This is an optimization exercise on Yosys and OpenROAD, whose aim is small area, a short achievable clock period and few clock cycles, not a production implementation.
The RTL was checked by simulation tests, not by an equivalence proof against the original design.
No activity file was given, so power comes from the tool's default toggle rates.

==> flow/design.v (outline; a module is shown in full before it is edited, if it fits) <==
// module qkv_ctrl: 124 lines
// module input_addr_gen: 36 lines
// module weight_addr_gen: 33 lines
// module mac_writer: 87 lines
// module mac_tree: 1667 lines
// module qkv_proj_top: 69 lines
module qkv_proj_top #(
  parameter int NUM_PROJ = 3
) (
  input  logic           clk,
  input  logic           reset_n,
  input  logic           dut_valid,
  output logic           dut_ready,
  output qkv_pkg::addr_t input_read_address,
  input  qkv_pkg::data_t input_read_data,
  output qkv_pkg::addr_t weight_read_address,
  input  qkv_pkg::data_t weight_read_data,
  output logic           result_write_enable,
  output qkv_pkg::addr_t result_write_address,
  output qkv_pkg::data_t result_write_data
);
  // ...
==> flow/flow/run.sh <==
#!/bin/bash
set -euo pipefail
bash standard.sh 'BUFFER_PORTS_ARGS=-buffer_cell sky130_fd_sc_hd__buf_1' SETUP_SLACK_MARGIN=6.75 finish > standard_flow.log 2>&1
==> flow/standard.sh <==
#!/bin/bash
# synth_recipe.tcl (not shown) runs the flow's synth.tcl, then flattens the netlist and writes it again
# the make line also repeats each setting of config.mk as NAME=value (left out here)
make -C /OpenROAD-flow-scripts/flow DESIGN_CONFIG=/design/flow/config.mk WORK_HOME=/design/flow/orfs CLKGATE_MAP_FILE= SYNTH_SCRIPT=/design/flow/synth_recipe.tcl "${@:-finish}"
==> flow/config.mk <==
export PLATFORM = sky130hd
export DESIGN_NAME = qkv_proj_top
export DESIGN_NICKNAME = qkv_proj_top
export VERILOG_FILES = /design/flow/design.v
export SDC_FILE = /design/flow/constraint.sdc
export NUM_CORES = 4
export LEC_CHECK = 0
export CAP_MARGIN = 20
export CORE_MARGIN = 2
export CORE_UTILIZATION = 60
export CTS_CLUSTER_DIAMETER = 120
export CTS_CLUSTER_SIZE = 30
export SLEW_MARGIN = 20
==> flow/constraint.sdc <==
create_clock -name core_clock -period 10.0 [get_ports {clk}]
set_input_delay 2.0000 -clock core_clock [delete_from_list [all_inputs] [get_ports {clk}]]
set_output_delay 2.0000 -clock core_clock [all_outputs]
set_load 0.01 [all_outputs]
==> flow_summary.ini, run 1 <==
[finish]
fin_util_pct = 65.0
nNonClkInverters = 47
largest_registers = mac_writer_i.acc x64, mac_writer_i.result_write_data x32, mac_writer_i.x_q x32
antenna_diode_count = 0
layout.area.top_class = multi-input combinational cells

[synth]
synth_compound_gate_area_share_pct = 16.6
synthesized_area_mm2 = 0.0254
postSynth.asyncResetShare_pct = 0
ys.flop_type = dfxtp_1

[die]
floorplan.die.width_um = 210

[pwr]
p_clk_w = 0.000803
powerSeq_w = 0.00209
switching_share_pct = 45.7

[placement]
placedCellCount = 3427
routabilityCongestion = 0.951
port_buffers = 136

[route]
wl_met1_mm = 32.4

[global_route]
antenna_found_initial = 0

[clocking]
root_buffer = clkbuf_16
postCtsHoldBufs = 0

[run_status]
run_status = no timing/DRC/antenna violations

[worst_setup_path]
r2r_end = mac_writer_i.acc[26]$_DFF_P_
crit_buf_inv = 1
reg2reg_from = mac_writer_i.two_q[0]$_DFF_P_
cpMaxStageDelayCell = dfxtp_1
Testbench counts, summed over its fixed seeds: cycles 426,597.
==> run 2: changes to the inputs <==
==> flow/flow/run.sh (replaced) <==
#!/bin/bash
set -euo pipefail
bash standard.sh 'BUFFER_PORTS_ARGS=-buffer_cell sky130_fd_sc_hd__buf_1' SETUP_SLACK_MARGIN=6.85 finish > standard_flow.log 2>&1
--- a/flow/config.mk
+++ b/flow/config.mk
@@ -9,5 +9,5 @@
 export CORE_MARGIN = 2
-export CORE_UTILIZATION = 60
-export CTS_CLUSTER_DIAMETER = 120
-export CTS_CLUSTER_SIZE = 30
+export CORE_UTILIZATION = 70
+export CTS_CLUSTER_DIAMETER = 110
+export CTS_CLUSTER_SIZE = 26
 export SLEW_MARGIN = 20
==> run 2 against run 1 <==
Compared with the run above: clock power decreased by 3.5%; register-to-register slack improved by 0.02 ns; count of clock-buffer cells in the layout increased by 3; first-iteration DRC count increased by 18%; cell count decreased by 1.5%; via count increased by 4.8%; non-clock buffer count increased by 24; worst hold slack improved by 0.023 ns; largest cell class unchanged; largest power group unchanged; highest routed layer unchanged.
==> flow_summary.ini, run 2 <==
[worst_setup_path]
critical_path_required_ns = 10.43
worstPathMaxFanout = 12
worst-setup-path-type = reg2reg
cpPeakStageDelay_ns = 0.41
cpMaxStageDelayCell = dfxtp_4
timing.critical_path.from_type = flop
setup.worst_path.end_class = flop
largest_delay_share_family_worst_path = adder cells
critical_path_arrival_ns = 3.60
worstPathCellList = buf_12 > a22oi_2 > xnor2_2 > maj3_2 > xnor2_2 > xnor2_2 > nand2_2 > a21oi_2 > inv_2 > maj3_2 > maj3_2 > xor3_1
crit_buf_inv = 2

[pwr]
fin_total_pwr_w = 0.0111
ir_worst_vdd_v = 0.000541
power.density_mw_per_mm2 = 401
power.leakage_nw = 10.0

[timing]
transition_time_at_the_pin_with_the_least_slew_margin_ns = 0.760
max-slew-margin-rel_pct = 49.2
fmaxAchievable_mhz = 316
period_utilisation_layout_pct = 31.6
rsz0062_at_grt = yes
tns_ns = 0
final-max-slew-violation-count = 0
final_report_hold_violation_count = 0
fin_skew_ns = 0.0253
layout_min_cycle_time_ns = 3.16
final-setup-viol-count = 0

[finish]
post_route_cells_drive_above_1_share_pct = 11.8
largest_registers = mac_writer_i.acc x64, mac_writer_i.result_write_data x32, mac_writer_i.x_q x32
fillerInstances = 2529
most_common_cell_after_layout_fill_and_taps_aside = xnor2_1
largest_register_ff_count = 64
top_register = mac_writer_i.acc
fin_util_pct = 78.0
finish.net_count = 3057
areaGrowthSynthToFinish_pct = 9.50
most-common-layout-cells = 635 x xnor2_1, 231 x a22oi_1, 222 x dfxtp_1, 213 x xor2_1, 209 x nand2_1
antenna_diode_count = 0

[synth]
synth_nets = 2996
synthMostInstantiatedCell = xnor2_1
synth_cells = 2888
synth-edff-count = 36
ff_latch_count_synth = 323
synth.top_cells.by_area = xnor2_1 23%, dfxtp_1 23%, xor2_1 7.4%
synthesized_area_mm2 = 0.0254
postSynth.asyncResetShare_pct = 0
synth.distinct_cells = 68
ys.flop_type = dfxtp_1
synth.yosys.warnings = 4
yosysSeqAreaShare_pct = 26.9
synth_commonest_cells = 666 x xnor2_1, 287 x dfxtp_1, 241 x a22oi_1
synth_top_area_share_pct = 23.0
avgSynthCellArea_um2 = 8.80
cell_type_with_the_highest_aggregate_area_in_the_netlist = xnor2_1

[clocking]
postCtsHoldBufs = 0
root_buffer = clkbuf_16
cts.clk_slew.worst_paths_ns = 0.11
number_of_clock_buffers_inserted_by_tritoncts = 16
ctsHtreeMaxLevel = 1
clock_path_buffers = 3
cts_tree = done
cts_num_sinks = 323
clkLatencyLatePin_ns = 0.54

[global_route]
global_route_wire_length_before_repair_mm = 115
first_global_vias = 21300
antenna_found_initial = 1
gr-usage-all-layers_pct = 38.0
grt_total_ovfl = 0
grt_start_max_net_pins = 54

[die]
design.core.area_mm2 = 0.0357
placement_rows = 69
design.die.area_mm2 = 0.0378
io_pins = 137
floorplan.die.width_um = 194
start_util_pct = 71.2
die_outline_height_um = 194

[route]
postRouteWirelength_mm = 75.6
drt-wirelength-per-cell_um = 22.1
dr.pass1.iters = 7
detail-route-antenna-nets = 0
dr_total_vias = 22100
avgViaCountPerCell = 6.46
drt_first_iter_violations = 2382
remaining_drc_errors = 0

[placement]
port_buffers = 136
routabilityCongestion = 1.00
dpl.hpwl_mm = 50.1

[flow_run]
maxCapViolations = 0

[run_status]
run_status = no timing/DRC/antenna violations

[worst_hold_path]
worstHoldPathType = reg2reg
## run 2: power by group
group          switching [W]  internal [W]  total [W]
logic                0.00435       0.00394    0.00829
registers           0.000321       0.00176    0.00208
clock network       0.000441      0.000335   0.000775
## run 2: per-layer routing
metal,wire length [µm],global-route usage (%),vias to the layer above
met3,8090,8.33,329
met4,4480,18.2,0
li1,-,-,10000
met2,32400,58.7,1228
met1,30600,50.6,10500
met5,0,0,-
## run 2: area by class of cell
cell class                 count  area (µm²)  area share, %
inverter                      47         178          0.639
multi-input combinational   2342       17800           64.2
clock buffer                  24         473           1.70
timing repair buffer         219        1730           6.22
sequential                   323        6990           25.1
clock inverter                 3        17.5         0.0630
tap                          461         577           2.07
## run 2: through the flow
step                      hold slack (ns)  cells  area (µm²)  worst slack [ns]
after floorplan                     0.310   2888       25400              6.98
after global placement              0.347   3349       25800              6.29
after detailed placement            0.346   3349       25800              6.11
after CTS                           0.364   3390       26900              6.82
after global routing                0.380   3419       27800              6.74
final                               0.365   3419       27800              6.84
## run 2: final timing paths
| path | startpoint | end | slack (ns) | cells past startpoint |
|---|---|---|---|---|
| min | ctrl_i.dot_first$_SDFFE_PP1P_ | mac_writer_i.d_first$_DFF_P_ | 0.36 | 0 |
| min reg2reg | ctrl_i.dot_first$_SDFFE_PP1P_ | mac_writer_i.d_first$_DFF_P_ | 0.36 | 0 |
| max | mac_writer_i.two_q[3]$_DFF_P_ | mac_writer_i.acc[61]$_DFF_P_ | 6.84 | 12 |
| max reg2reg | mac_writer_i.two_q[3]$_DFF_P_ | mac_writer_i.acc[61]$_DFF_P_ | 6.84 | 12 |
## run 2: timing repair
item                                    4_1_cts  5_1_grt
cloned                                        4        6
pin swaps                                    14       34
endpoints found under the setup margin       49       45
setup buffers                                10       23
resized for setup                           144      136
## run 2: kinds of logic (layout without fill, tap and decap cells)
family	count (synthesis)	count (layout)	synth area share [%]
xor+xnor	914	914	32.5
compound gates	616	616	16.6
simple gates	616	616	11.0
flops	323	323	26.9
buf+inv	223	293	4.73
fa+ha+maj	191	191	8.13
mux	5	5	0.197
==> module qkv_ctrl, before the edit <==
module qkv_ctrl #(
  parameter int NUM_PROJ = 3
) (
  input  logic           clk,
  input  logic           reset_n,
  input  logic           dut_valid,
  input  qkv_pkg::data_t input_read_data,
  input  qkv_pkg::data_t weight_read_data,
  output logic           dut_ready,
  output logic           fetch_start,
  output logic           fetch_step,
  output logic           dot_first,
  output logic           dot_end,
  output logic           row_end,
  output logic           matrix_end
);
  localparam int P_W = 2;   
  localparam logic [P_W-1:0] LAST_PROJ = P_W'(NUM_PROJ - 1);
  qkv_pkg::ctrl_state_t state;
  qkv_pkg::dim_t m_dim;
  qkv_pkg::dim_t k_dim;
  qkv_pkg::dim_t n_dim;
  qkv_pkg::dim_t k_cnt;
  qkv_pkg::dim_t j_cnt;
  qkv_pkg::dim_t r_cnt;
  logic [P_W-1:0] p_idx;
  logic k_last;
  logic j_last;
  logic r_last;
  logic p_last;
  logic [2:0] drain_cnt;
  logic       last_fetch;
  assign fetch_start = (state == qkv_pkg::PREP);
  assign fetch_step  = (state == qkv_pkg::COMPUTE);
  assign dot_end    = fetch_step && k_last;
  assign row_end    = dot_end && j_last;
  assign matrix_end = row_end && r_last;
  assign last_fetch = matrix_end && p_last;
  qkv_pkg::ctrl_state_t state_nxt;
  always_comb begin
    state_nxt = state;
    case (state)
      qkv_pkg::IDLE:      if (dut_valid) state_nxt = qkv_pkg::LOAD_ADDR;
      qkv_pkg::LOAD_ADDR: state_nxt = qkv_pkg::LOAD_DIMS;
      qkv_pkg::LOAD_DIMS: state_nxt = qkv_pkg::PREP;
      qkv_pkg::PREP:      state_nxt = qkv_pkg::COMPUTE;
      qkv_pkg::COMPUTE:   if (last_fetch) state_nxt = qkv_pkg::DRAIN;
      qkv_pkg::DRAIN:     if (drain_cnt == 3'd0) state_nxt = qkv_pkg::IDLE;
      default:            state_nxt = qkv_pkg::IDLE;
    endcase
  end
  always_ff @(posedge clk) begin
    if (!reset_n) begin
      state     <= qkv_pkg::IDLE;
      dut_ready <= 1'b1;
    end else begin
      state     <= state_nxt;
      dut_ready <= (state_nxt == qkv_pkg::IDLE);
    end
  end
  always_ff @(posedge clk) begin
    if (state == qkv_pkg::COMPUTE) begin
      drain_cnt <= 3'd3;
    end else begin
      drain_cnt <= drain_cnt - 1'b1;
    end
  end
  always_ff @(posedge clk) begin
    if (state == qkv_pkg::LOAD_DIMS) begin
      m_dim <= input_read_data[16 +: qkv_pkg::DIM_W];
      k_dim <= input_read_data[0 +: qkv_pkg::DIM_W];
      n_dim <= weight_read_data[0 +: qkv_pkg::DIM_W];
    end
  end
  always_ff @(posedge clk) begin
    if (fetch_start) begin
      dot_first <= 1'b1;
    end else if (fetch_step) begin
      dot_first <= k_last;
    end
  end
  always_ff @(posedge clk) begin
    if (fetch_start) begin
      k_cnt  <= qkv_pkg::dim_t'(1);
      j_cnt  <= qkv_pkg::dim_t'(1);
      r_cnt  <= qkv_pkg::dim_t'(1);
      p_idx  <= '0;
      k_last <= (k_dim == qkv_pkg::dim_t'(1));
      j_last <= (n_dim == qkv_pkg::dim_t'(1));
      r_last <= (m_dim == qkv_pkg::dim_t'(1));
      p_last <= (NUM_PROJ == 1);
    end else if (fetch_step) begin
      if (k_last) begin
        k_cnt  <= qkv_pkg::dim_t'(1);
        k_last <= (k_dim == qkv_pkg::dim_t'(1));
      end else begin
        k_cnt  <= k_cnt + 1'b1;
        k_last <= (k_cnt + 1'b1 == k_dim);
      end
      if (dot_end) begin
        if (j_last) begin
          j_cnt  <= qkv_pkg::dim_t'(1);
          j_last <= (n_dim == qkv_pkg::dim_t'(1));
        end else begin
          j_cnt  <= j_cnt + 1'b1;
          j_last <= (j_cnt + 1'b1 == n_dim);
        end
      end
      if (row_end) begin
        if (r_last) begin
          r_cnt  <= qkv_pkg::dim_t'(1);
          r_last <= (m_dim == qkv_pkg::dim_t'(1));
        end else begin
          r_cnt  <= r_cnt + 1'b1;
          r_last <= (r_cnt + 1'b1 == m_dim);
        end
      end
      if (matrix_end) begin
        p_idx  <= p_idx + 1'b1;
        p_last <= (p_idx == LAST_PROJ - 1'b1);
      end
    end
  end
endmodule
==> module mac_writer, before the edit <==
module mac_writer (
  input  logic           clk,
  input  logic           reset_n,
  input  logic           fetch_start,
  input  logic           dot_first,
  input  logic           dot_end,
  input  qkv_pkg::data_t input_read_data,
  input  qkv_pkg::data_t weight_read_data,
  output logic           result_write_enable,
  output qkv_pkg::addr_t result_write_address,
  output qkv_pkg::data_t result_write_data
);
  localparam int R  = 2;
  localparam int NT = 1;
  logic d_first;
  logic d_last;
  logic m_first;
  logic m_last;
  logic w_last;
  qkv_pkg::data_t x_q;
  logic [15:0]    one_q;
  logic [15:0]    two_q;
  logic [15:0]    neg_q;
  logic [R*32-1:0] acc;
  logic [R*32-1:0] acc_nxt;
  logic [NT-1:0]   top;
  logic [NT-1:0]   top_nxt;
  logic [32:0] w_ext;
  logic [15:0] one_d;
  logic [15:0] two_d;
  logic [15:0] neg_d;
  assign w_ext = {weight_read_data, 1'b0};
  always_comb begin
    for (int i = 0; i < 16; i++) begin
      one_d[i] = w_ext[2*i+1] ^ w_ext[2*i];
      two_d[i] = (w_ext[2*i+2] & ~w_ext[2*i+1] & ~w_ext[2*i]) |
                 (~w_ext[2*i+2] & w_ext[2*i+1] & w_ext[2*i]);
      neg_d[i] = w_ext[2*i+2];
    end
  end
  always_ff @(posedge clk) begin
    if (!reset_n) begin
      d_last              <= 1'b0;
      m_last              <= 1'b0;
      w_last              <= 1'b0;
      result_write_enable <= 1'b0;
    end else begin
      d_last              <= dot_end;
      m_last              <= d_last;
      w_last              <= m_last;
      result_write_enable <= w_last;
    end
  end
  always_ff @(posedge clk) begin
    d_first <= dot_first;
    m_first <= d_first;
    x_q     <= input_read_data;
    one_q   <= one_d;
    two_q   <= two_d;
    neg_q   <= neg_d;
    acc     <= acc_nxt;
    top     <= top_nxt;
  end
  mac_tree tree_i (
    .x     (x_q),
    .one   (one_q),
    .two   (two_q),
    .neg   (neg_q),
    .acc_i (acc),
    .top_i (top),
    .clr   (m_first),
    .acc_o (acc_nxt),
    .top_o (top_nxt)
  );
  qkv_pkg::data_t acc_sum;
  assign acc_sum = (acc[0 +: 32] + acc[32 +: 32]) ^ {^top, 31'b0};
  always_ff @(posedge clk) begin
    result_write_data <= acc_sum;
  end
  always_ff @(posedge clk) begin
    if (fetch_start) begin
      result_write_address <= '0;
    end else if (result_write_enable) begin
      result_write_address <= result_write_address + 1'b1;
    end
  end
endmodule
==> module qkv_proj_top, before the edit <==
module qkv_proj_top #(
  parameter int NUM_PROJ = 3
) (
  input  logic           clk,
  input  logic           reset_n,
  input  logic           dut_valid,
  output logic           dut_ready,
  output qkv_pkg::addr_t input_read_address,
  input  qkv_pkg::data_t input_read_data,
  output qkv_pkg::addr_t weight_read_address,
  input  qkv_pkg::data_t weight_read_data,
  output logic           result_write_enable,
  output qkv_pkg::addr_t result_write_address,
  output qkv_pkg::data_t result_write_data
);
  logic fetch_start;
  logic fetch_step;
  logic dot_first;
  logic dot_end;
  logic row_end;
  logic matrix_end;
  qkv_ctrl #(
    .NUM_PROJ (NUM_PROJ)
  ) ctrl_i (
    .clk              (clk),
    .reset_n          (reset_n),
    .dut_valid        (dut_valid),
    .input_read_data  (input_read_data),
    .weight_read_data (weight_read_data),
    .dut_ready        (dut_ready),
    .fetch_start      (fetch_start),
    .fetch_step       (fetch_step),
    .dot_first        (dot_first),
    .dot_end          (dot_end),
    .row_end          (row_end),
    .matrix_end       (matrix_end)
  );
  input_addr_gen input_addr_gen_i (
    .clk                (clk),
    .reset_n            (reset_n),
    .fetch_start        (fetch_start),
    .fetch_step         (fetch_step),
    .dot_end            (dot_end),
    .row_end            (row_end),
    .matrix_end         (matrix_end),
    .input_read_address (input_read_address)
  );
  weight_addr_gen weight_addr_gen_i (
    .clk                 (clk),
    .reset_n             (reset_n),
    .fetch_start         (fetch_start),
    .fetch_step          (fetch_step),
    .row_end             (row_end),
    .matrix_end          (matrix_end),
    .weight_read_address (weight_read_address)
  );
  mac_writer mac_writer_i (
    .clk                  (clk),
    .reset_n              (reset_n),
    .fetch_start          (fetch_start),
    .dot_first            (dot_first),
    .dot_end              (dot_end),
    .input_read_data      (input_read_data),
    .weight_read_data     (weight_read_data),
    .result_write_enable  (result_write_enable),
    .result_write_address (result_write_address),
    .result_write_data    (result_write_data)
  );
endmodule
==> run 3: changes to the inputs <==
--- a/flow/design.v
+++ b/flow/design.v
@@ -34,3 +34,4 @@
   output logic           row_end,
-  output logic           matrix_end
+  output logic           matrix_end,
+  input  logic           pipe_busy
 );
@@ -50,3 +51,2 @@
   logic p_last;
-  logic [2:0] drain_cnt;
   logic       last_fetch;
@@ -67,3 +67,3 @@
       qkv_pkg::COMPUTE:   if (last_fetch) state_nxt = qkv_pkg::DRAIN;
-      qkv_pkg::DRAIN:     if (drain_cnt == 3'd0) state_nxt = qkv_pkg::IDLE;
+      qkv_pkg::DRAIN:     if (!pipe_busy) state_nxt = qkv_pkg::IDLE;
       default:            state_nxt = qkv_pkg::IDLE;
@@ -81,9 +81,2 @@
   always_ff @(posedge clk) begin
-    if (state == qkv_pkg::COMPUTE) begin
-      drain_cnt <= 3'd3;
-    end else begin
-      drain_cnt <= drain_cnt - 1'b1;
-    end
-  end
-  always_ff @(posedge clk) begin
     if (state == qkv_pkg::LOAD_DIMS) begin
@@ -103,5 +96,5 @@
     if (fetch_start) begin
-      k_cnt  <= qkv_pkg::dim_t'(1);
-      j_cnt  <= qkv_pkg::dim_t'(1);
-      r_cnt  <= qkv_pkg::dim_t'(1);
+      k_cnt  <= k_dim;
+      j_cnt  <= n_dim;
+      r_cnt  <= m_dim;
       p_idx  <= '0;
@@ -113,7 +106,7 @@
       if (k_last) begin
-        k_cnt  <= qkv_pkg::dim_t'(1);
+        k_cnt  <= k_dim;
         k_last <= (k_dim == qkv_pkg::dim_t'(1));
       end else begin
-        k_cnt  <= k_cnt + 1'b1;
-        k_last <= (k_cnt + 1'b1 == k_dim);
+        k_cnt  <= k_cnt - 1'b1;
+        k_last <= (k_cnt == qkv_pkg::dim_t'(2));
       end
@@ -121,7 +114,7 @@
         if (j_last) begin
-          j_cnt  <= qkv_pkg::dim_t'(1);
+          j_cnt  <= n_dim;
           j_last <= (n_dim == qkv_pkg::dim_t'(1));
         end else begin
-          j_cnt  <= j_cnt + 1'b1;
-          j_last <= (j_cnt + 1'b1 == n_dim);
+          j_cnt  <= j_cnt - 1'b1;
+          j_last <= (j_cnt == qkv_pkg::dim_t'(2));
         end
@@ -130,7 +123,7 @@
         if (r_last) begin
-          r_cnt  <= qkv_pkg::dim_t'(1);
+          r_cnt  <= m_dim;
           r_last <= (m_dim == qkv_pkg::dim_t'(1));
         end else begin
-          r_cnt  <= r_cnt + 1'b1;
-          r_last <= (r_cnt + 1'b1 == m_dim);
+          r_cnt  <= r_cnt - 1'b1;
+          r_last <= (r_cnt == qkv_pkg::dim_t'(2));
         end
@@ -230,2 +223,3 @@
   input  qkv_pkg::data_t weight_read_data,
+  output logic           pipe_busy,
   output logic           result_write_enable,
@@ -275,2 +269,3 @@
   end
+  assign pipe_busy = d_last | m_last | w_last;
   always_ff @(posedge clk) begin
@@ -2002,2 +1997,3 @@
   logic matrix_end;
+  logic pipe_busy;
   qkv_ctrl #(
@@ -2016,3 +2012,4 @@
     .row_end          (row_end),
-    .matrix_end       (matrix_end)
+    .matrix_end       (matrix_end),
+    .pipe_busy        (pipe_busy)
   );
@@ -2045,2 +2042,3 @@
     .weight_read_data     (weight_read_data),
+    .pipe_busy            (pipe_busy),
     .result_write_enable  (result_write_enable),
==> flow/flow/run.sh (replaced) <==
#!/bin/bash
set -euo pipefail
bash standard.sh 'BUFFER_PORTS_ARGS=-buffer_cell sky130_fd_sc_hd__buf_1' SETUP_SLACK_MARGIN=6.75 finish > standard_flow.log 2>&1
--- a/flow/config.mk
+++ b/flow/config.mk
@@ -9,5 +9,5 @@
 export CORE_MARGIN = 2
-export CORE_UTILIZATION = 70
-export CTS_CLUSTER_DIAMETER = 110
-export CTS_CLUSTER_SIZE = 26
+export CORE_UTILIZATION = 60
+export CTS_CLUSTER_DIAMETER = 120
+export CTS_CLUSTER_SIZE = 28
 export SLEW_MARGIN = 20
==> run 3 against run 2 <==
Compared with the run above: largest power group unchanged; still clean; setup slack got worse by 0.042 ns; count of clock-buffer cells in the layout fell by 3; highest routed layer unchanged; first-iteration DRC count fell by 8.1%; sequential power barely moved; synthesized cell count fell by 4.6%; worst hold slack got worse by 0.038 ns; cell count fell by 2.4%; clock power barely moved; non-clock buffer count fell by 19; critical path depth fell by 11.
==> flow_summary.ini, run 3 <==
[run_status]
run_status = no timing/DRC/antenna violations

[finish]
largest_registers = mac_writer_i.acc x64, mac_writer_i.result_write_data x32, mac_writer_i.x_q x32
antenna_diode_count = 0
finish.net_count = 2907
most-common-layout-cells = 628 x xnor2_1, 237 x a22oi_1, 226 x nand2_1, 204 x dfxtp_1, 196 x xor2_1
fin_util_pct = 65.6
most_common_cell_after_layout_fill_and_taps_aside = xnor2_1
top_register = mac_writer_i.acc
areaGrowthSynthToFinish_pct = 7.75
post_route_cells_drive_above_1_share_pct = 9.55
postLayoutCellArea_mm2 = 0.0268
largest_register_ff_count = 64

[synth]
synth-edff-count = 69
ff_latch_count_synth = 320
cell_type_with_the_highest_aggregate_area_in_the_netlist = xnor2_1
synth-adder-area-share_pct = 8.97
postSynth.asyncResetShare_pct = 0
synth_cells = 2754
synthMostInstantiatedCell = xnor2_1
ys.flop_type = dfxtp_1
synth_compound_gate_area_share_pct = 15.2
synth_mux_area_share_pct = 0.457
yosysSeqAreaShare_pct = 28.5
synthesized_area_mm2 = 0.0249
synth.top_cells.by_area = xnor2_1 23%, dfxtp_1 20%, edfxtp_1 8.3%
synth_top_area_share_pct = 22.7
synth_nets = 2863
avgSynthCellArea_um2 = 9.04
synth_simple_gate_area_share_pct = 10.3
synth_commonest_cells = 646 x xnor2_1, 251 x dfxtp_1, 239 x a22oi_1
synthXorXnorAreaFrac_pct = 32.0
dominant_combinational_cell_family_by_area_after_synthesis = XOR/XNOR gates
synth.distinct_cells = 66
synth.yosys.warnings = 4

[global_route]
grt_start_max_net_pins = 44
grt_total_ovfl = 0
global_route_wire_length_before_repair_mm = 109
gr-usage-all-layers_pct = 31.7
first_global_vias = 19400
antenna_found_initial = 0

[timing]
rsz0062_at_grt = yes
transition_time_at_the_pin_with_the_least_slew_margin_ns = 0.916
fmaxAchievable_mhz = 312
period_utilisation_layout_pct = 32.0
max-slew-margin-rel_pct = 38.8
final-max-slew-violation-count = 0
final_report_hold_violation_count = 0
final-setup-viol-count = 0
layout_min_cycle_time_ns = 3.20
fin_skew_ns = 0.0203
tns_ns = 0

[pwr]
power.share.clock_pct = 6.9
switching_share_pct = 45.2
combPwrFrac_pct = 74.6
power.leakage_nw = 9.44
power.density_mw_per_mm2 = 421
net-switching-power_w = 0.00510
sequentialPowerShare_pct = 18.6
ir_worst_vdd_v = 0.000430
power.internal_w = 0.00619

[worst_hold_path]
worstHoldPathType = reg2reg
worst_hold_startpoint = mac_writer_i.d_first$_DFF_P_

[worst_setup_path]
worstPathMaxFanout = 6
critical_path_arrival_ns = 1.20
largest_delay_share_family_worst_path = flip-flops
worstPathCellList = buf_1
cpMaxStageDelayCell = dfxtp_1
timing.critical_path.from_type = flop
crit_buf_inv = 1
setup.worst_path.end_class = output pin
worst-setup-path-type = reg2out
reg2reg_from = mac_writer_i.neg_q[9]$_DFF_P_
cpPeakStageDelay_ns = 0.46
critical_path_required_ns = 8.00
critPathLaunch = input_addr_gen_i.input_read_address[0]$_SDFF_PP1_

[clocking]
root_buffer = clkbuf_16
cts_num_sinks = 320
clock_path_buffers = 3
postCtsHoldBufs = 0
ctsHtreeMaxLevel = 1
cts.clk_slew.worst_paths_ns = 0.12
clkLatencyLatePin_ns = 0.56
number_of_clock_buffers_inserted_by_tritoncts = 16
cts_tree = done

[route]
detail-route-antenna-nets = 0
dr_total_vias = 20300
met3WireLength_mm = 6.87
drt-wirelength-per-cell_um = 21.5
met2WireLength_mm = 31.5
wl_met1_mm = 31.1
avgViaCountPerCell = 6.08
postRouteWirelength_mm = 71.9
remaining_drc_errors = 0
dr.pass1.iters = 7
highest_layer = met4
drt_first_iter_violations = 2189

[die]
placement_rows = 74
design.die.area_mm2 = 0.0431
design.core.area_mm2 = 0.0409
die_outline_height_um = 208
floorplan.die.width_um = 208
start_util_pct = 60.9
io_pins = 137

[placement]
placedInstanceArea_mm2 = 0.0254
routabilityCongestion = 0.938
port_buffers = 136
dpl.hpwl_mm = 49.5

[flow_run]
maxCapViolations = 0
## run 3: power by group through the flow
stage | sequential (W) | clock (W) | combinational, W
6_report | 0.00210 | 0.000774 | 0.00842
5_1_grt | 0.00213 | 0.000827 | 0.00918
4_1_cts | 0.00208 | 0.000789 | 0.00819
3_5_place_dp | 0.00211 | 0 | 0.00812
3_3_place_gp | 0.00210 | 0 | 0.00791
2_1_floorplan | 0.00201 | 0 | 0.00689
## run 3: cell families (layout without fill, tap and decap cells)
logic type      Yosys count  count (layout)
xor+xnor                876             876
buf+inv                 218             270
simple gates            566             566
compound gates          556             556
fa+ha+maj               207             207
flops                   320             320
mux                      11              11
## run 3: cell type report
| cell class | count | area, µm² |
|---|---|---|
| repair buffers | 200 | 1340 |
| inverters | 44 | 169 |
| flip-flops and latches | 320 | 7220 |
| multi-input cells | 2216 | 16900 |
| clock buffers | 21 | 419 |
| clock inverters | 5 | 72.6 |
| fillers | 3490 | 14100 |
| well taps | 532 | 666 |
## run 3: timing repair
action                     4_1_cts  5_1_grt
setup buffers                    2       22
resized for setup               48      146
setup endpoints to repair       38       63
pin swaps                        9       19
cloned                           0        4
## run 3: path summary, 6_finish.rpt
check / end / slack [ns] / depth (start not counted)
max reg2reg: mac_writer_i.acc[58]$_DFF_P_ / 6.81 / 11
min reg2reg: mac_writer_i.m_first$_DFF_P_ / 0.33 / 0
min: mac_writer_i.m_first$_DFF_P_ / 0.33 / 0
max: input_read_address[0] / 6.80 / 1
## run 3: stage by stage
| step | cells | hold WS (ns) | total power (W) | setup WS (ns) |
|---|---|---|---|---|
| floorplan | 2754 | 0.310 | 0.00890 | 6.87 |
| global placement | 3284 | 0.315 | 0.0100 | 6.33 |
| detailed placement | 3284 | 0.315 | 0.0102 | 6.27 |
| CTS | 3312 | 0.331 | 0.0111 | 6.73 |
| global route | 3338 | 0.355 | 0.0121 | 6.66 |
| finish | 3338 | 0.327 | 0.0113 | 6.80 |
## run 3: routing by layer
layer	global-route usage (%)	vias to the layer above
li1	-	9528
met1	44.9	9674
met2	50.1	944
met3	3.96	148
met4	10.7	0
met5	0	-
Testbench counts of run 3, summed over its fixed seeds: cycles 426,597.
==> run 4: changes to the inputs <==
--- a/flow/config.mk
+++ b/flow/config.mk
@@ -9,3 +9,3 @@
 export CORE_MARGIN = 2
-export CORE_UTILIZATION = 60
+export CORE_UTILIZATION = 70
 export CTS_CLUSTER_DIAMETER = 120
==> run 4 against run 3 <==
Compared with the run above: critical path type unchanged; synthesized cell count unchanged; critical endpoint unchanged; still clean; sequential power about the same; routed wire length down 2.4%.
==> flow_summary.ini, run 4 <==
[run_status]
run_status = no timing/DRC/antenna violations

[synth]
synth.top_cells.by_area = xnor2_1 23%, dfxtp_1 20%, edfxtp_1 8.3%
synth_mux_area_share_pct = 0.457
synth_compound_gate_area_share_pct = 15.2
cell_type_with_the_highest_aggregate_area_in_the_netlist = xnor2_1
postSynth.asyncResetShare_pct = 0
synth_simple_gate_area_share_pct = 10.3
ys.flop_type = dfxtp_1
synthXorXnorAreaFrac_pct = 32.0
synth.distinct_cells = 66
yosysSeqAreaShare_pct = 28.5
dominant_combinational_cell_family_by_area_after_synthesis = XOR/XNOR gates
avgSynthCellArea_um2 = 9.04
synth-adder-area-share_pct = 8.97
synthMostInstantiatedCell = xnor2_1
synth-edff-count = 69
ff_latch_count_synth = 320
synth_cells = 2754
synthesized_area_mm2 = 0.0249
synth.yosys.warnings = 4
synth_top_area_share_pct = 22.7
synth_commonest_cells = 646 x xnor2_1, 251 x dfxtp_1, 239 x a22oi_1
synth_nets = 2863

[worst_setup_path]
cpPeakStageDelay_ns = 0.45
largest_delay_share_family_worst_path = flip-flops
r2r_end = mac_writer_i.result_write_data[30]$_DFF_P_
worst-setup-path-type = reg2out
worstPathCellList = buf_1
cpMaxStageDelayCell = dfxtp_1
critical_path_arrival_ns = 1.18
setup.worst_path.end_class = output pin
critical_path_required_ns = 8.00
reg2reg_from = mac_writer_i.acc[0]$_DFF_P_
ff2ff_setup_slack_ns = 6.84
ff2ff_path_depth = 14
worstPathMaxFanout = 6
crit_buf_inv = 1
timing.critical_path.from_type = flop

[die]
floorplan.die.width_um = 193
design.die.area_mm2 = 0.0371
placement_rows = 69
io_pins = 137
start_util_pct = 70.5
die_outline_height_um = 193
design.core.area_mm2 = 0.0353

[pwr]
ir_worst_vdd_v = 0.000564
power.leakage_nw = 9.27
power.density_mw_per_mm2 = 428

[finish]
largest_register_ff_count = 64
fillerInstances = 2678
most_common_cell_after_layout_fill_and_taps_aside = xnor2_1
finish.net_count = 2893
multi_input_comb_area_mm2 = 0.0169
top_register = mac_writer_i.acc
fin_util_pct = 74.7
post_route_cells_drive_above_1_share_pct = 8.61
layout.cells.non_filler = 3251
most-common-layout-cells = 637 x xnor2_1, 236 x a22oi_1, 226 x nand2_1, 209 x dfxtp_1, 196 x xor2_1
sequential_cell_area_mm2 = 0.00720
areaGrowthSynthToFinish_pct = 5.98
largest_registers = mac_writer_i.acc x64, mac_writer_i.result_write_data x32, mac_writer_i.x_q x32

[global_route]
grt_total_ovfl = 0
first_global_vias = 19600
grt_start_max_net_pins = 45
gr-usage-all-layers_pct = 36.9
antenna_found_initial = 1
global_route_wire_length_before_repair_mm = 107

[clocking]
cts.clk_slew.worst_paths_ns = 0.11
ctsHtreeMaxLevel = 1
number_of_clock_buffers_inserted_by_tritoncts = 15
postCtsHoldBufs = 0
root_buffer = clkbuf_16
cts_num_sinks = 320
clkLatencyLatePin_ns = 0.54
cts_tree = done
clock_path_buffers = 3

[worst_hold_path]
worstHoldPathType = reg2reg
worst_hold_path.endpoint = mac_writer_i.m_first$_DFF_P_
worst_hold_startpoint = mac_writer_i.d_first$_DFF_P_
holdPathStages = 0

[timing]
period_utilisation_layout_pct = 31.8
fmaxAchievable_mhz = 315
max-slew-margin-rel_pct = 41.6
transition_time_at_the_pin_with_the_least_slew_margin_ns = 0.873
rsz0062_at_grt = yes
final-setup-viol-count = 0
tns_ns = 0
final-max-slew-violation-count = 0
layout_min_cycle_time_ns = 3.18
fin_skew_ns = 0.0217
hold_ws_ns = 0.356
final_report_hold_violation_count = 0

[route]
postRouteWirelength_mm = 70.2
dr_total_vias = 20700
remaining_drc_errors = 0
detail-route-antenna-nets = 0
drt_first_iter_violations = 2284
avgViaCountPerCell = 6.37
dr.pass1.iters = 8
drt-wirelength-per-cell_um = 21.6

[placement]
dpl.hpwl_mm = 47.7
port_buffers = 136
placedCellCount = 3210
routabilityCongestion = 0.950

[flow_run]
maxCapViolations = 0
[run 4: cell count changes in the layout (fill, tap and decap cells not counted), moves of 3 or more]
cell / delta
clkinv_8: -3
dfxtp_1: +5
buf_4: -5
dfxtp_4: -5
clkbuf_16: -4
buf_8: -6
xnor2_1: +9
xnor2_2: -9
[run 4: per-layer routing]
metal  routed length [µm]  GRT usage (%)  vias up
met1                28800           49.2     9776
met2                30400           58.8     1133
li1                     -              -     9511
met3                 7270           6.93      304
met5                    0              0        -
met4                 3630           15.4        0
[run 4: logic make-up (layout without fill, tap and decap cells)]
group / after synthesis / after routing
xor+xnor: 876 / 876
simple gates: 566 / 566
compound gates: 556 / 556
flops: 320 / 320
buf+inv: 218 / 253
fa+ha+maj: 207 / 207
mux: 11 / 11
other cells: 0 / 1
[run 4: stage by stage]
stage | instance area [µm²] | worst slack [ns] | power [W]
2_1_floorplan | 24900 | 6.87 | 0.00890
3_3_place_gp | 25300 | 6.43 | 0.00995
3_5_place_dp | 25300 | 6.28 | 0.0102
4_1_cts | 25900 | 6.75 | 0.0110
5_1_grt | 26400 | 6.74 | 0.0121
6_report | 26400 | 6.82 | 0.0113
[run 4: report_power, final]
part	switching [W]	total, W	internal, W
logic	0.00441	0.00850	0.00409
clock network	0.000425	0.000708	0.000284
registers	0.000299	0.00208	0.00178
[run 4: worst max path at each step]
stage,from,cells after the start,to,slack (ns)
2_1_floorplan,mac_writer_i.acc[0]$_DFF_P_,14,mac_writer_i.result_write_data[30]$_DFF_P_,6.87
3_3_place_gp,mac_writer_i.acc[0]$_DFF_P_,14,mac_writer_i.result_write_data[30]$_DFF_P_,6.43
3_5_place_dp,mac_writer_i.acc[0]$_DFF_P_,14,mac_writer_i.result_write_data[30]$_DFF_P_,6.28
4_1_cts,mac_writer_i.neg_q[1]$_DFF_P_,10,mac_writer_i.acc[62]$_DFF_P_,6.75
5_1_grt,mac_writer_i.one_q[0]$_DFF_P_,12,mac_writer_i.acc[29]$_DFF_P_,6.74
6_report,input_addr_gen_i.input_read_address[0]$_SDFF_PP1_,1,input_read_address[0],6.82
[run 4: timing repair]
action                                  CTS  global route
gates cloned                              1             1
gates resized for setup                  51           121
endpoints found under the setup margin   35            43
pin swaps                                 6            16
setup buffers                             8             8
[run 4: final cells by class]
| class | count | area share (%) |
|---|---|---|
| multi-input combinational | 2216 | 63.9 |
| sequential | 320 | 27.3 |
| timing repair buffer | 186 | 4.33 |
| tap | 461 | 2.19 |
| clock buffer | 19 | 1.48 |
| inverter | 44 | 0.654 |
| clock inverter | 3 | 0.0853 |
| timing repair inverter | 1 | 0.0190 |
| antenna | 1 | 0.00948 |
==> run 5: changes to the inputs <==
--- a/flow/config.mk
+++ b/flow/config.mk
@@ -9,3 +9,3 @@
 export CORE_MARGIN = 2
-export CORE_UTILIZATION = 70
+export CORE_UTILIZATION = 75
 export CTS_CLUSTER_DIAMETER = 120
==> run 5 against run 4 <==
Compared with the run above: still clean; setup slack worse by 0.059 ns; die area decreased by 6.5%; sequential cell count did not move; first-iteration DRC count is 10% higher; largest cell class unchanged; highest routed layer unchanged.
==> flow_summary.ini, run 5 <==
[finish]
largest_register_ff_count = 64
areaGrowthSynthToFinish_pct = 5.34
post_route_cells_drive_above_1_share_pct = 8.29
postLayoutCellArea_mm2 = 0.0262
largest_registers = mac_writer_i.acc x64, mac_writer_i.result_write_data x32, mac_writer_i.x_q x32
most-common-layout-cells = 635 x xnor2_1, 239 x a22oi_1, 226 x nand2_1, 211 x dfxtp_1, 197 x xor2_1
top_register = mac_writer_i.acc
fin_util_pct = 80.4
most_common_cell_after_layout_fill_and_taps_aside = xnor2_1
finish.net_count = 2891
fillerInstances = 2191

[die]
io_pins = 137
design.core.area_mm2 = 0.0326
placement_rows = 66
die_outline_height_um = 186
start_util_pct = 76.3
design.die.area_mm2 = 0.0347
floorplan.die.width_um = 186

[clocking]
clock_path_buffers = 3
clkLatencyLatePin_ns = 0.53
cts_num_sinks = 320
cts_tree = done
root_buffer = clkbuf_16
cts.clk_slew.worst_paths_ns = 0.11
ctsHtreeMaxLevel = 1
number_of_clock_buffers_inserted_by_tritoncts = 15

[timing]
fin_skew_ns = 0.0234
final_report_hold_violation_count = 0
final-max-slew-violation-count = 0
transition_time_at_the_pin_with_the_least_slew_margin_ns = 0.886
final-setup-viol-count = 0
tns_ns = 0
layout_min_cycle_time_ns = 3.24
fmaxAchievable_mhz = 309
max-slew-margin-rel_pct = 40.8
period_utilisation_layout_pct = 32.4
rsz0062_at_grt = yes

[synth]
ys.flop_type = dfxtp_1
ff_latch_count_synth = 320
synth_commonest_cells = 646 x xnor2_1, 251 x dfxtp_1, 239 x a22oi_1
synth_cells = 2754
synth-adder-area-share_pct = 8.97
yosysSeqAreaShare_pct = 28.5
synth_compound_gate_area_share_pct = 15.2
synthesized_area_mm2 = 0.0249
synth_nets = 2863
dominant_combinational_cell_family_by_area_after_synthesis = XOR/XNOR gates
synth.distinct_cells = 66
synthMostInstantiatedCell = xnor2_1
synth_top_area_share_pct = 22.7
synth-edff-count = 69
synth.yosys.warnings = 4
synth_simple_gate_area_share_pct = 10.3
avgSynthCellArea_um2 = 9.04
synth_mux_area_share_pct = 0.457
synthXorXnorAreaFrac_pct = 32.0
postSynth.asyncResetShare_pct = 0
cell_type_with_the_highest_aggregate_area_in_the_netlist = xnor2_1
synth.top_cells.by_area = xnor2_1 23%, dfxtp_1 20%, edfxtp_1 8.3%

[pwr]
power.share.clock_pct = 6.2
ir_worst_vdd_v = 0.000470
net-switching-power_w = 0.00513
switching_share_pct = 45.5
power.leakage_nw = 9.25
power.internal_w = 0.00614
power.density_mw_per_mm2 = 430
sequentialPowerShare_pct = 18.4
combPwrFrac_pct = 75.4

[worst_setup_path]
worstPathCellList = ha_2 > inv_1 > fa_2 > nor2b_2 > o21ai_2 > a21boi_2 > o21ai_2 > a21boi_2 > o31a_1 > o211ai_1 > a311o_1 > a211o_1 > a311o_1 > o211ai_1
largest_delay_share_family_worst_path = compound AO/OA/AOI/OAI gates
critical_path_arrival_ns = 3.67
worstPathMaxFanout = 4
setup.worst_path.end_class = flop
timing.critical_path.from_type = flop
cpPeakStageDelay_ns = 0.44
cpMaxStageDelayCell = a311o_1
critical_path_required_ns = 10.43
crit_buf_inv = 1
worst-setup-path-type = reg2reg

[placement]
port_buffers = 136
dpl.hpwl_mm = 47.9
routabilityCongestion = 0.959
placedInstanceArea_mm2 = 0.0253

[global_route]
first_global_vias = 20200
global_route_wire_length_before_repair_mm = 105
gr-usage-all-layers_pct = 38.5
grt_total_ovfl = 0
grt_start_max_net_pins = 44
antenna_found_initial = 2

[route]
drt-wirelength-per-cell_um = 21.4
dr_total_vias = 20900
remaining_drc_errors = 0
avgViaCountPerCell = 6.46
detail-route-antenna-nets = 0
dr.pass1.iters = 8
postRouteWirelength_mm = 69.0
drt_first_iter_violations = 2516

[run_status]
run_status = no timing/DRC/antenna violations

[flow_run]
maxCapViolations = 0

[worst_hold_path]
worstHoldPathType = reg2reg
-- run 5: cell counts after synthesis --
No cell type changed its count.
-- run 5: repair_timing --
action                                  in CTS  in global routing
pin swaps                                    6                 13
endpoints found under the setup margin      35                 40
resized for setup                           53                 82
hold buffers                                 0                  0
setup buffers                               10                  5
cloned                                       0                  1
-- run 5: power by group through the flow --
stage	clock network, W	registers [W]	logic (W)
2_1_floorplan	0	0.00201	0.00689
3_3_place_gp	0	0.00207	0.00782
3_5_place_dp	0	0.00209	0.00812
4_1_cts	0.000701	0.00206	0.00826
5_1_grt	0.000741	0.00210	0.00925
6_report	0.000697	0.00207	0.00850
-- run 5: cell type report --
| cell class | instances | area, µm² | area share [%] |
|---|---|---|---|
| antenna | 1 | 2.50 | 0.00954 |
| clock buffer | 18 | 387 | 1.47 |
| clock inverter | 3 | 20.0 | 0.0763 |
| inverter | 44 | 169 | 0.644 |
| multi-input combinational | 2216 | 16900 | 64.3 |
| sequential | 320 | 7190 | 27.4 |
| tap | 442 | 553 | 2.11 |
| timing repair buffer | 185 | 1050 | 4.01 |
-- run 5: cell families (layout without fill, tap and decap cells) --
| group | after synthesis | after routing |
|---|---|---|
| compound gates | 556 | 556 |
| xor+xnor | 876 | 876 |
| fa+ha+maj | 207 | 207 |
| buf+inv | 218 | 250 |
| flops | 320 | 320 |
| mux | 11 | 11 |
| other cells | 0 | 1 |
| simple gates | 566 | 566 |
-- run 5: worst register-to-register path: stages, from the launching register on --
cell      delay, ns
dfxtp_2        0.36
ha_2           0.19
inv_1          0.06
fa_2           0.35
nor2b_2        0.13
o21ai_2        0.07
a21boi_2       0.19
o21ai_2        0.09
a21boi_2       0.17
o31a_1         0.20
o211ai_1       0.15
a311o_1        0.44
a211o_1        0.35
a311o_1        0.27
o211ai_1       0.12
-- run 5: per-layer routing --
layer,vias to the layer above,track usage (%),routed length (µm)
met1,9898,50.0,27600
met5,-,0,0
met3,270,7.55,7490
met4,0,16.9,3230
met2,1175,62.5,30600
li1,9511,-,-
-- run 5: path summary, 6_finish.rpt --
kind | slack, ns | end | start | cells after the start
worst max-delay path | 6.76 | mac_writer_i.result_write_data[30]$_DFF_P_ | mac_writer_i.acc[32]$_DFF_P_ | 14
worst min-delay path | 0.33 | mac_writer_i.m_first$_DFF_P_ | mac_writer_i.d_first$_DFF_P_ | 0
worst max register to register | 6.76 | mac_writer_i.result_write_data[30]$_DFF_P_ | mac_writer_i.acc[32]$_DFF_P_ | 14
worst min register to register | 0.33 | mac_writer_i.m_first$_DFF_P_ | mac_writer_i.d_first$_DFF_P_ | 0
-- run 5: metrics by stage --
| stage | worst slack, ns | hold WS, ns | cells | total power [W] |
|---|---|---|---|---|
| floorplan | 6.87 | 0.310 | 2754 | 0.00890 |
| global placement | 6.38 | 0.312 | 3191 | 0.00989 |
| detailed placement | 6.27 | 0.316 | 3191 | 0.0102 |
| CTS | 6.71 | 0.343 | 3222 | 0.0110 |
| global route | 6.65 | 0.333 | 3229 | 0.0121 |
| finish | 6.76 | 0.331 | 3229 | 0.0113 |
==> run 6: changes to the inputs <==
==> flow/flow/run.sh (replaced) <==
#!/bin/bash
set -euo pipefail
bash standard.sh 'BUFFER_PORTS_ARGS=-buffer_cell sky130_fd_sc_hd__buf_1' SETUP_SLACK_MARGIN=6.65 finish > standard_flow.log 2>&1
--- a/flow/config.mk
+++ b/flow/config.mk
@@ -9,3 +9,3 @@
 export CORE_MARGIN = 2
-export CORE_UTILIZATION = 75
+export CORE_UTILIZATION = 60
 export CTS_CLUSTER_DIAMETER = 120
==> run 6 against run 5 <==
Compared with the run above: cell area increased by 0.16%; maximum frequency decreased by 1.8%; clock skew about the same; sequential power about the same; routed wire length increased by 1.8%; still clean; critical path depth unchanged; synthesized cell count unchanged; first-iteration DRC count decreased by 16%; critical endpoint unchanged.
==> flow_summary.ini, run 6 <==
[timing]
fmaxAchievable_mhz = 303
transition_time_at_the_pin_with_the_least_slew_margin_ns = 0.945
final-max-slew-violation-count = 0
period_utilisation_layout_pct = 33.0
rsz0062_at_grt = yes
final-setup-viol-count = 0
tns_ns = 0
fin_skew_ns = 0.0233
max-slew-margin-rel_pct = 36.8
layout_min_cycle_time_ns = 3.30
final_report_hold_violation_count = 0

[pwr]
switching_share_pct = 45.2
combPwrFrac_pct = 74.3
net-switching-power_w = 0.00505
power.density_mw_per_mm2 = 425
fin_total_pwr_w = 0.0112
ir_worst_vdd_v = 0.000430
power.leakage_nw = 9.19
sequentialPowerShare_pct = 18.8
power.internal_w = 0.00611
power.share.clock_pct = 6.9

[flow_run]
maxCapViolations = 0

[finish]
antenna_diode_count = 0
top_register = mac_writer_i.acc
postLayoutCellArea_mm2 = 0.0263
finish.net_count = 2892
largest_register_ff_count = 64
most-common-layout-cells = 640 x xnor2_1, 238 x a22oi_1, 226 x nand2_1, 215 x dfxtp_1, 198 x xor2_1
most_common_cell_after_layout_fill_and_taps_aside = xnor2_1
fin_util_pct = 64.2
largest_registers = mac_writer_i.acc x64, mac_writer_i.result_write_data x32, mac_writer_i.x_q x32
post_route_cells_drive_above_1_share_pct = 7.95
areaGrowthSynthToFinish_pct = 5.51

[global_route]
global_route_wire_length_before_repair_mm = 109
antenna_found_initial = 0
first_global_vias = 19400
gr-usage-all-layers_pct = 31.7
grt_start_max_net_pins = 44
grt_total_ovfl = 0

[run_status]
run_status = no timing/DRC/antenna violations

[synth]
synth_commonest_cells = 646 x xnor2_1, 251 x dfxtp_1, 239 x a22oi_1
synth_top_area_share_pct = 22.7
synthesized_area_mm2 = 0.0249
synthMostInstantiatedCell = xnor2_1
synth_nets = 2863
cell_type_with_the_highest_aggregate_area_in_the_netlist = xnor2_1
synth_cells = 2754
dominant_combinational_cell_family_by_area_after_synthesis = XOR/XNOR gates
synth_compound_gate_area_share_pct = 15.2
ys.flop_type = dfxtp_1
synth-edff-count = 69
ff_latch_count_synth = 320
synth-adder-area-share_pct = 8.97
synth_simple_gate_area_share_pct = 10.3
synth.distinct_cells = 66
postSynth.asyncResetShare_pct = 0
synthXorXnorAreaFrac_pct = 32.0
avgSynthCellArea_um2 = 9.04
synth_mux_area_share_pct = 0.457
synth.yosys.warnings = 4
yosysSeqAreaShare_pct = 28.5
synth.top_cells.by_area = xnor2_1 23%, dfxtp_1 20%, edfxtp_1 8.3%

[route]
remaining_drc_errors = 0
drt_first_iter_violations = 2119
detail-route-antenna-nets = 0
postRouteWirelength_mm = 70.3
avgViaCountPerCell = 6.05
dr.pass1.iters = 6
drt-wirelength-per-cell_um = 21.1
dr_total_vias = 20100

[die]
placement_rows = 74
design.die.area_mm2 = 0.0431
floorplan.die.width_um = 208
design.core.area_mm2 = 0.0409
die_outline_height_um = 208
start_util_pct = 60.9
io_pins = 137

[clocking]
postCtsHoldBufs = 0
ctsHtreeMaxLevel = 1
clkLatencyLatePin_ns = 0.56
cts_tree = done
cts_num_sinks = 320
clock_path_buffers = 3
number_of_clock_buffers_inserted_by_tritoncts = 16
root_buffer = clkbuf_16
cts.clk_slew.worst_paths_ns = 0.12

[placement]
placedInstanceArea_mm2 = 0.0254
dpl.hpwl_mm = 49.5
routabilityCongestion = 0.938
port_buffers = 136

[worst_setup_path]
crit_buf_inv = 1
worstPathMaxFanout = 4
timing.critical_path.from_type = flop
critical_path_required_ns = 10.47
worst-setup-path-type = reg2reg
cpPeakStageDelay_ns = 0.42
largest_delay_share_family_worst_path = compound AO/OA/AOI/OAI gates
cpMaxStageDelayCell = a311o_1
critical_path_arrival_ns = 3.77
setup.worst_path.end_class = flop
worstPathCellList = ha_4 > inv_2 > fa_2 > nor2b_1 > o21ai_1 > a21boi_1 > o21ai_1 > a21boi_2 > o31a_1 > o211ai_1 > a311o_1 > a211o_1 > a311o_1 > o211ai_1

[worst_hold_path]
worstHoldPathType = reg2reg
[run 6: cell count changes in the layout (fill, tap and decap cells not counted), sizes merged]
cell      delta
buf          +3
clkinv       +2
clkinvlp     +1
diode        -1
inv          -1
[run 6: power groups by stage]
stage / Combinational, W / Sequential (W) / Clock, W
after detailed placement: 0.00812 / 0.00211 / 0
after CTS: 0.00818 / 0.00208 / 0.000789
final: 0.00830 / 0.00209 / 0.000770
after floorplan: 0.00689 / 0.00201 / 0
after global routing: 0.00907 / 0.00213 / 0.000826
after global placement: 0.00791 / 0.00210 / 0
[run 6: kinds of logic after synthesis]
| group | after synthesis |
|---|---|
| compound gates | 556 |
| xor+xnor | 876 |
| fa+ha+maj | 207 |
| buf+inv | 218 |
| flops | 320 |
| mux | 11 |
| simple gates | 566 |
[run 6: cell type report]
class	count	area (µm²)
Clock inverter	5	72.6
Tap cell	532	666
Fill cell	3561	14600
Inverter	44	169
Timing Repair Buffer	185	961
Sequential cell	320	7170
Clock buffer	21	419
Multi-Input combinational cell	2216	16800
[run 6: what timing repair did]
action	in CTS	in global routing
pin swaps	7	14
resized for setup	27	72
setup endpoints to repair	37	42
endpoints found under the hold margin	0	0
buffers inserted	1	12
[run 6: metal layers]
layer	share of wire (%)	wire length, µm	global-route usage [%]	vias up
met4	3.0	2090	10.5	0
met3	8.8	6220	3.89	157
met5	0	0	0	-
met2	44	30800	50.0	894
li1	-	-	-	9487
met1	44	31100	44.9	9576
[run 6: worst paths after layout]
path | from | cells past startpoint | slack (ns) | end
hold / removal | mac_writer_i.d_first$_DFF_P_ | 0 | 0.33 | mac_writer_i.m_first$_DFF_P_
hold reg to reg | mac_writer_i.d_first$_DFF_P_ | 0 | 0.33 | mac_writer_i.m_first$_DFF_P_
setup reg to reg | mac_writer_i.acc[0]$_DFF_P_ | 14 | 6.70 | mac_writer_i.result_write_data[30]$_DFF_P_
setup / recovery | mac_writer_i.acc[0]$_DFF_P_ | 14 | 6.70 | mac_writer_i.result_write_data[30]$_DFF_P_
[run 6: stage by stage]
stage | worst slack (ns) | cells | hold WS (ns)
after floorplan | 6.87 | 2754 | 0.310
after global placement | 6.33 | 3284 | 0.315
after detailed placement | 6.27 | 3284 | 0.315
after CTS | 6.60 | 3311 | 0.331
after global routing | 6.53 | 3323 | 0.355
final | 6.70 | 3323 | 0.326
==> run 7: changes to the inputs <==
==> flow/flow/run.sh (replaced) <==
#!/bin/bash
set -euo pipefail
bash standard.sh 'BUFFER_PORTS_ARGS=-buffer_cell sky130_fd_sc_hd__buf_1' SETUP_SLACK_MARGIN=6.85 finish > standard_flow.log 2>&1
==> run 7 against run 6 <==
Compared with the run above: sequential power hardly changed; still clean; power rose by 2.9%; via count increased by 1.7%; cell count increased by 1.2%; utilization is 3.2 points higher; synthesized cell count unchanged; critical path depth down 3.
==> flow_summary.ini, run 7 <==
[clocking]
clock_path_buffers = 3
cts.clk_slew.worst_paths_ns = 0.12
cts_tree = done
root_buffer = clkbuf_16
cts_num_sinks = 320
clkLatencyLatePin_ns = 0.56
number_of_clock_buffers_inserted_by_tritoncts = 16
ctsHtreeMaxLevel = 1
postCtsHoldBufs = 0

[worst_setup_path]
worstPathMaxFanout = 10
timing.critical_path.from_type = flop
critical_path_arrival_ns = 3.59
worst-setup-path-type = reg2reg
setup.worst_path.end_class = flop
critical_path_required_ns = 10.43

[pwr]
ir_worst_vdd_v = 0.000425
power.density_mw_per_mm2 = 416
power.leakage_nw = 9.83

[synth]
avgSynthCellArea_um2 = 9.04
synthMostInstantiatedCell = xnor2_1
yosysSeqAreaShare_pct = 28.5
synth.distinct_cells = 66
synth_cells = 2754
synthesized_area_mm2 = 0.0249
ys.flop_type = dfxtp_1
synth.yosys.warnings = 4
cell_type_with_the_highest_aggregate_area_in_the_netlist = xnor2_1
synth_nets = 2863
synth_commonest_cells = 646 x xnor2_1, 251 x dfxtp_1, 239 x a22oi_1
synth.top_cells.by_area = xnor2_1 23%, dfxtp_1 20%, edfxtp_1 8.3%
synth_top_area_share_pct = 22.7
ff_latch_count_synth = 320
synth-edff-count = 69
postSynth.asyncResetShare_pct = 0

[placement]
port_buffers = 136
pre_cts_ws_ns = 6.27
placedCellCount = 3284
routabilityCongestion = 0.938
dpl.hpwl_mm = 49.5

[run_status]
run_status = no timing/DRC/antenna violations

[timing]
fmaxAchievable_mhz = 317
final_critical_path_setup_slack_ns = 6.85
tns_ns = 0
rsz0062_at_grt = yes
final-setup-viol-count = 0
fin_skew_ns = 0.0202
layout_min_cycle_time_ns = 3.15
final-max-slew-violation-count = 0
period_utilisation_layout_pct = 31.5
max-slew-margin-rel_pct = 38.4
transition_time_at_the_pin_with_the_least_slew_margin_ns = 0.921
final_report_hold_violation_count = 0

[flow_run]
maxCapViolations = 0

[die]
io_pins = 137
design.core.area_mm2 = 0.0409
die_outline_height_um = 208
start_util_pct = 60.9
design.die.area_mm2 = 0.0431
placement_rows = 74
floorplan.die.width_um = 208

[global_route]
gr-usage-all-layers_pct = 31.8
first_global_vias = 19500
grt_start_max_net_pins = 44
global_route_wire_length_before_repair_mm = 109
antenna_found_initial = 0
grt_total_ovfl = 0

[finish]
largest_registers = mac_writer_i.acc x64, mac_writer_i.result_write_data x32, mac_writer_i.x_q x32
top_register = mac_writer_i.acc
finish.net_count = 2931
antenna_diode_count = 0
largest_register_ff_count = 64
layout.cells.non_filler = 3362
post_route_cells_drive_above_1_share_pct = 13.2
most-common-layout-cells = 616 x xnor2_1, 228 x a22oi_1, 226 x nand2_1, 193 x xor2_1, 176 x dfxtp_1
areaGrowthSynthToFinish_pct = 10.7
fillerInstances = 3381
most_common_cell_after_layout_fill_and_taps_aside = xnor2_1

[route]
detail-route-antenna-nets = 0
dr_total_vias = 20500
postRouteWirelength_mm = 75.1
dr.pass1.iters = 5
avgViaCountPerCell = 6.08
drt_first_iter_violations = 2198
remaining_drc_errors = 0
drt-wirelength-per-cell_um = 22.3

[worst_hold_path]
worstHoldPathType = reg2reg
## run 7: cell counts after synthesis
Identical to the previous run, type by type.
## run 7: cell type report
cell class / instances / area, µm² / share of cell area, %
multi-input cells: 2216 / 17100 / 62.2
flip-flops and latches: 320 / 7290 / 26.4
well taps: 532 / 666 / 2.41
repair buffers: 224 / 1820 / 6.58
clock buffers: 21 / 419 / 1.52
clock inverters: 5 / 72.6 / 0.263
inverters: 44 / 169 / 0.613
## run 7: through the flow
step           total power (W)  area, µm²  hold WS, ns  utilization [%]
6_report                0.0115      27600        0.329             67.4
5_1_grt                 0.0123      27600        0.351             67.4
4_1_cts                 0.0111      26200        0.331             64.0
3_5_place_dp            0.0102      25400        0.315             62.0
3_3_place_gp            0.0100      25400        0.315             62.0
2_1_floorplan          0.00890      24900        0.310                -
## run 7: final timing paths
check                                                   from                                          to  slack, ns  cells after the start
worst min register to register  mac_writer_i.d_first$_DFF_P_                mac_writer_i.m_first$_DFF_P_       0.33                      0
worst max-delay path            mac_writer_i.acc[19]$_DFF_P_  mac_writer_i.result_write_data[31]$_DFF_P_       6.85                     11
worst min-delay path            mac_writer_i.d_first$_DFF_P_                mac_writer_i.m_first$_DFF_P_       0.33                      0
worst max register to register  mac_writer_i.acc[19]$_DFF_P_  mac_writer_i.result_write_data[31]$_DFF_P_       6.85                     11
## run 7: worst max-delay path: stages, from the launching register on
cell,delay (ns)
dfxtp_1,0.46
ha_1,0.37
and3_1,0.28
a221o_1,0.38
a221oi_2,0.29
o41ai_1,0.11
buf_4,0.17
a41oi_4,0.25
a21oi_2,0.11
a41oi_2,0.30
mux2i_1,0.22
nand4_1,0.10
## run 7: where the power goes
group	internal, W	total [W]	leakage (nW)	switching [W]
Clock	0.000313	0.000775	0.231	0.000462
Sequential	0.00178	0.00210	2.75	0.000315
Combinational	0.00419	0.00861	6.84	0.00442
Total	0.00629	0.0115	9.83	0.00520
## run 7: timing repair
item / 4_1_cts / 5_1_grt
cloned: 0 / 13
setup buffers: 5 / 34
resized for setup: 103 / 208
pin swaps: 9 / 30
endpoints found under the setup margin: 64 / 63
## run 7: logic make-up after synthesis
logic type	count (synthesis)	synth area share [%]
buf+inv	218	4.54
mux	11	0.457
xor+xnor	876	32.0
simple gates	566	10.3
flops	320	28.5
fa+ha+maj	207	8.97
compound gates	556	15.2
## run 7: metal layers
layer  global-route usage (%)  up-vias  routed length [µm]  share of wire (%)
met5                        0        -                   0                  0
met4                     10.5        0                3430                4.6
met3                     4.04      198                7750                 10
met2                     50.4      975               32400                 43
met1                     44.8     9697               31500                 42
li1                         -     9582                   -                  -
==> run 8: changes to the inputs <==
==> flow/flow/run.sh (replaced) <==
#!/bin/bash
set -euo pipefail
bash standard.sh 'BUFFER_PORTS_ARGS=-buffer_cell sky130_fd_sc_hd__buf_1' SETUP_SLACK_MARGIN=6.8 finish > standard_flow.log 2>&1
--- a/flow/config.mk
+++ b/flow/config.mk
@@ -9,3 +9,3 @@
 export CORE_MARGIN = 2
-export CORE_UTILIZATION = 60
+export CORE_UTILIZATION = 70
 export CTS_CLUSTER_DIAMETER = 120
==> run 8 against run 7 <==
Compared with the run above: still clean on timing, DRC and antenna; global-route usage is 5.1 points higher; sequential power hardly changed; via count is 1.9% higher; combinational power hardly changed; sequential share of layout area is 0.53 points higher; critical path depth is 3 higher; routed wire length is 3.6% lower; largest cell class unchanged.
==> flow_summary.ini, run 8 <==
[synth]
synth.yosys.warnings = 4
synth.distinct_cells = 66
postSynth.asyncResetShare_pct = 0
synthesized_area_mm2 = 0.0249
synthMostInstantiatedCell = xnor2_1
ys.flop_type = dfxtp_1
synth_cells = 2754
yosysSeqAreaShare_pct = 28.5
ff_latch_count_synth = 320
avgSynthCellArea_um2 = 9.04
synth_top_area_share_pct = 22.7
synth_nets = 2863
synth.top_cells.by_area = xnor2_1 23%, dfxtp_1 20%, edfxtp_1 8.3%
synth-edff-count = 69
cell_type_with_the_highest_aggregate_area_in_the_netlist = xnor2_1
synth_commonest_cells = 646 x xnor2_1, 251 x dfxtp_1, 239 x a22oi_1

[placement]
routabilityCongestion = 0.950
port_buffers = 136
dpl.hpwl_mm = 47.7
placedInstanceArea_mm2 = 0.0253
pre_cts_ws_ns = 6.28

[route]
drt_first_iter_violations = 2563
wl_met1_mm = 28.7
remaining_drc_errors = 0
highest_layer = met4
dr_total_vias = 20800
dr.pass1.iters = 7
detail-route-antenna-nets = 0
drt-wirelength-per-cell_um = 22.1
avgViaCountPerCell = 6.37
postRouteWirelength_mm = 72.3
met2WireLength_mm = 31.2
met3WireLength_mm = 8.20

[global_route]
global_route_wire_length_before_repair_mm = 107
grt_start_max_net_pins = 45
first_global_vias = 19600
gr-usage-all-layers_pct = 36.9
antenna_found_initial = 1
grt_total_ovfl = 0

[clocking]
clkLatencyLatePin_ns = 0.54
cts_tree = done
root_buffer = clkbuf_16
clock_path_buffers = 3
cts.clk_slew.worst_paths_ns = 0.11
postCtsHoldBufs = 0
number_of_clock_buffers_inserted_by_tritoncts = 15
ctsHtreeMaxLevel = 1
cts_num_sinks = 320

[worst_setup_path]
critical_path_required_ns = 10.41
worstPathCellList = ha_4 > inv_2 > fa_2 > nor2b_2 > o21ai_2 > a21boi_2 > o21ai_2 > a21boi_2 > o31a_1 > o211ai_1 > a311o_1 > a211o_1 > a31oi_2 > o211ai_1
worstPathMaxFanout = 4
cpPeakStageDelay_ns = 0.44
cpMaxStageDelayCell = a311o_1
crit_buf_inv = 1
timing.critical_path.from_type = flop
worst-setup-path-type = reg2reg
setup.worst_path.end_class = flop
r2r_end = mac_writer_i.result_write_data[30]$_DFF_P_
ff2ff_setup_slack_ns = 6.82
reg2reg_from = mac_writer_i.acc[32]$_DFF_P_
largest_delay_share_family_worst_path = compound AO/OA/AOI/OAI gates
ff2ff_path_depth = 14
critical_path_arrival_ns = 3.60

[die]
die_outline_height_um = 193
start_util_pct = 70.5
placement_rows = 69
design.die.area_mm2 = 0.0371
io_pins = 137
floorplan.die.width_um = 193
design.core.area_mm2 = 0.0353

[finish]
largest_registers = mac_writer_i.acc x64, mac_writer_i.result_write_data x32, mac_writer_i.x_q x32
top_register = mac_writer_i.acc
finish.net_count = 2913
largest_register_ff_count = 64
areaGrowthSynthToFinish_pct = 7.64
fillerInstances = 2614
most-common-layout-cells = 632 x xnor2_1, 233 x a22oi_1, 226 x nand2_1, 199 x dfxtp_1, 194 x xor2_1
most_common_cell_after_layout_fill_and_taps_aside = xnor2_1
postLayoutCellArea_mm2 = 0.0268
post_route_cells_drive_above_1_share_pct = 10.2

[timing]
fin_skew_ns = 0.0166
final_critical_path_setup_slack_ns = 6.82
final-max-slew-violation-count = 0
rsz0062_at_grt = yes
fmaxAchievable_mhz = 314
period_utilisation_layout_pct = 31.8
hold_ws_ns = 0.355
max-slew-margin-rel_pct = 42.4
final_report_hold_violation_count = 0
final-setup-viol-count = 0
transition_time_at_the_pin_with_the_least_slew_margin_ns = 0.864
layout_min_cycle_time_ns = 3.18
tns_ns = 0

[worst_hold_path]
worst_hold_path.endpoint = mac_writer_i.m_first$_DFF_P_
holdPathStages = 0
worstHoldPathType = reg2reg
worst_hold_startpoint = mac_writer_i.d_first$_DFF_P_

[pwr]
power.density_mw_per_mm2 = 424
ir_worst_vdd_v = 0.000566
power.leakage_nw = 9.47

[run_status]
run_status = no timing/DRC/antenna violations

[flow_run]
maxCapViolations = 0
run 8: through the flow:
stage          utilization, %  std cells  total power, W
2_1_floorplan               -       2754         0.00890
3_3_place_gp             71.6       3210         0.00995
3_5_place_dp             71.6       3210          0.0102
4_1_cts                  73.5       3245          0.0110
5_1_grt                  75.9       3271          0.0122
6_report                 75.9       3271          0.0114
run 8: worst max-delay path by stage:
stage	endpoint	from	cells past startpoint
floorplan	mac_writer_i.result_write_data[30]$_DFF_P_	mac_writer_i.acc[0]$_DFF_P_	14
global placement	mac_writer_i.result_write_data[30]$_DFF_P_	mac_writer_i.acc[0]$_DFF_P_	14
detailed placement	mac_writer_i.result_write_data[30]$_DFF_P_	mac_writer_i.acc[0]$_DFF_P_	14
CTS	mac_writer_i.result_write_data[30]$_DFF_P_	mac_writer_i.acc[0]$_DFF_P_	14
global route	mac_writer_i.result_write_data[30]$_DFF_P_	mac_writer_i.acc[32]$_DFF_P_	14
finish	mac_writer_i.result_write_data[30]$_DFF_P_	mac_writer_i.acc[32]$_DFF_P_	14
run 8: cells by family (layout without fill, tap and decap cells):
| group | Yosys count | after routing | share of synthesized area (%) |
|---|---|---|---|
| flip-flops | 320 | 320 | 28.5 |
| other | 0 | 1 | 0 |
| buffers and inverters | 218 | 273 | 4.54 |
| multiplexers | 11 | 11 | 0.457 |
| AO/OA/AOI/OAI | 556 | 556 | 15.2 |
| adder cells (fa/ha/maj) | 207 | 207 | 8.97 |
| AND/OR/NAND/NOR | 566 | 566 | 10.3 |
| XOR/XNOR | 876 | 876 | 32.0 |
run 8: report_power, final:
part | internal [W] | switching, W
Sequential | 0.00178 | 0.000298
Combinational | 0.00413 | 0.00446
Clock | 0.000283 | 0.000425
Total | 0.00620 | 0.00518
run 8: layout make-up:
class / instances / area, µm² / share of cell area [%]
multi-input cells: 2216 / 17000 / 63.3
flip-flops and latches: 320 / 7230 / 27.0
repair buffers: 206 / 1440 / 5.36
well taps: 461 / 577 / 2.15
clock buffers: 19 / 390 / 1.46
inverters: 44 / 173 / 0.644
clock inverters: 3 / 22.5 / 0.0840
repair inverters: 1 / 5.00 / 0.0187
diodes: 1 / 2.50 / 0.00934
run 8: repair_timing:
action / CTS / global route
resized for setup: 64 / 156
gates cloned: 1 / 5
endpoints found under the setup margin: 41 / 52
setup buffers: 12 / 20
pin swaps: 6 / 28
run 8: metal layers:
metal | track usage (%) | up-vias
met5 | 0 | -
met4 | 15.4 | 0
met3 | 7.00 | 344
met2 | 58.6 | 1183
met1 | 49.2 | 9754
li1 | - | 9550
